Background: an optimization exercise with open tools, aiming at small area, a short achievable clock period and few clock cycles per item. Do not read the settings as production practice.
The RTL was checked by simulation tests, not by an equivalence proof against the original design.
Power is estimated from default activity; no workload was simulated.

== run 1 ==
// learning_switch_with_tree_election_unit
module learning_switch_with_tree_election_unit #(
  parameter int unsigned PORTS         = lsw_pkg::PortsDefault,
  parameter int unsigned TABLE_ENTRIES = lsw_pkg::TableEntriesDefault
) (
  input  wire                          clk_i,
  input  wire                          rst_ni,
  input  wire                          cfg_we_i,
  input  wire  [lsw_pkg::CfgIdxW-1:0]  cfg_idx_i,
  input  wire  [lsw_pkg::CfgDataW-1:0] cfg_wdata_i,
  input  wire                          push,
  output logic                         full,
  input  wire                          kind_i,
  input  wire  [2:0]                   in_port_i,
  input  wire  [7:0]                   pkt_src_i,
  input  wire  [7:0]                   pkt_dst_i,
  input  wire                          is_control_i,
  input  wire  [1:0]                   sender_type_i,
  input  wire  [7:0]                   adv_root_i,
  input  wire  [7:0]                   adv_dist_i,
  input  wire                          sender_child_i,
  output logic                         empty,
  input  wire                          pop,
  output logic [1:0]                   action_o,
  output logic [2:0]                   out_port_o,
  output logic [7:0]                   port_mask_o,
  output logic [7:0]                   ctl_root_o,
  output logic [7:0]                   ctl_dist_o,
  output logic [7:0]                   child_mask_o
);
Settings: LEC_CHECK=0, CAP_MARGIN=20, CORE_MARGIN=2, CORE_UTILIZATION=60, CTS_CLUSTER_DIAMETER=100, CTS_CLUSTER_SIZE=25, SETUP_SLACK_MARGIN=3.75, SLEW_MARGIN=20; clock period 6.0 ns.
run.sh (not shown) runs the stock make flow with config.mk's settings and CLKGATE_MAP_FILE= SYNTH_SCRIPT=/design/flow/synth_recipe.tcl, a recipe that flattens the netlist after the stock synthesis.
Run 1 went all the way through the flow, and no timing, DRC or antenna check failed.
Testbench counts of run 1, summed over its fixed seeds: cycles 24,024, items 24,000.
[inputs] run 2 vs run 1
- SETUP_SLACK_MARGIN changed from 3.75 to 3.6
Notes after the runs:
Run 2 ended with every stage complete and zero timing, DRC or antenna violations. Looking at run 2 and run 1, the delay contributed by the slowest stage of the critical path is a wash. Re overall die area: no difference whatsoever between run 2 and run 1. Run 1 has a lower number of clock buffer instances in the layout than run 2. For post-CTS clock slew at the launch and capture registers of the worst setup and hold paths, run 1 and run 2 come out practically identical. The count of buffers not belonging to the clock network in the layout in run 2 is 0.912 times that in run 1. Run 2 vs run 1 on total via count in the routed design: run 2 is the lower one. Higher number of diodes added for antenna fixing was reported by run 1, not run 2.
Inputs modified between run 2 and run 3:
- swapping 60 for 70 in CORE_UTILIZATION
Findings:
- Each of the runs, namely run 3 and run 2, reached the end of the flow and came out clean.
- Compared with run 2, placement density in the core of run 3 is higher.
- Between run 3 and run 2, it is run 3 whose initial core utilization is higher, by 10 points.
- Run 3 vs run 2: met3 wirelength from detailed routing up
- Core footprint on run 3 is ahead of run 2.

Starting RTL as in the previous note.
Settings: LEC_CHECK=0, CAP_MARGIN=20, CORE_MARGIN=2, CORE_UTILIZATION=60, CTS_CLUSTER_DIAMETER=100, CTS_CLUSTER_SIZE=25, SETUP_SLACK_MARGIN=3.6, SLEW_MARGIN=20; clock period 6.0 ns.
standard.sh (not shown) runs the stock make flow with config.mk's settings and CLKGATE_MAP_FILE= SYNTH_SCRIPT=/design/flow/synth_recipe.tcl, a recipe that flattens the netlist after the stock synthesis.
==> flow/flow/run.sh <==
#!/bin/bash
# Standard layout, except that clock tree synthesis inserts no dummy loads.
# Each tool's output goes to the ORFS logs under orfs/logs; make's own output to flow_make.log.
set -euo pipefail
export CTS_ARGS="-sink_clustering_enable -repair_clock_nets -dont_use_dummy_load -sink_clustering_size 25 -sink_clustering_max_diameter 100"
bash standard.sh > flow_make.log 2>&1
Testbench counts at the start, summed over its fixed seeds: cycles 24,024, items 24,000.
Change:
==> flow/run.sh (new file) <==
#!/bin/bash
# synth_recipe.tcl (not shown) runs the flow's synth.tcl, then flattens the netlist and writes it again
# the make line also repeats each setting of config.mk as NAME=value (left out here)
make -C /OpenROAD-flow-scripts/flow DESIGN_CONFIG=/design/flow/config.mk WORK_HOME=/design/flow/orfs CLKGATE_MAP_FILE= SYNTH_SCRIPT=/design/flow/synth_recipe.tcl finish
- TNS_END_PERCENT: default -> 10
removed: flow/flow/run.sh
removed: flow/standard.sh
Routed wire length increases by 1.2%.
Design area is about the same.
Register-to-register slack loses 210 ps.
Worst setup slack got worse by 200 ps.
Synthesized area does not change.
Maximum frequency drops by 7.6%.
Critical path depth goes up by 5.
Sequential share of layout area rose by 0.17 points.
Core utilization decreases by 0.17 points.
Via count went up by 0.94%.
Die area stays the same.
Change:
- SETUP_SLACK_MARGIN: 3.6 -> 3.65
- TNS_END_PERCENT: 10 -> default
Clock power stays flat.
Non-clock buffer count came out higher by 35.
Routed wire length went down slightly.
Die area is unchanged.

-- re-timing with driven ports --
In the flow no input, the clock included, has a driving cell. The finished layouts below were timed again as built, in two steps. Step 1 sets driving cells, clkbuf_16 on the clock port and buf_2 on the other inputs (assumed; they add their load-dependent delay and slew). Step 2 also shifts input and output timing later by t, the mid clock arrival at the registers, as if the neighbouring blocks saw the same clock. Slacks: ideal / step 1 / step 2; pairs: ideal / step 1.
| run | t (ns) | setup slack, ns | worst slew at a driven data input, ns | cell pins on the clock port's net |
|---|---|---|---|---|
| run 1 | 0.742 | 3.562 / 3.490 / 3.034 | 0.10 | 1 |
| run 2 | 0.745 | 3.546 / 3.474 / 2.958 | 0.12 | 1 |
| run 3 | 0.748 | 3.550 / 3.480 / 2.933 | 0.10 | 1 |
| the first run of note 2 | 0.725 | 3.574 / 3.504 / 2.969 | 0.12 | 1 |
| the second run of note 2 | 0.727 | 3.376 / 3.362 / 2.940 | 0.09 | 1 |
| the third run of note 2 | 0.755 | 3.544 / 3.471 / 2.978 | 0.13 | 1 |
After both steps setup and hold are still met in every run listed. The setup slack of run 3, which loses most, moves by -0.070 ns with the drivers and by -0.617 ns with both steps.
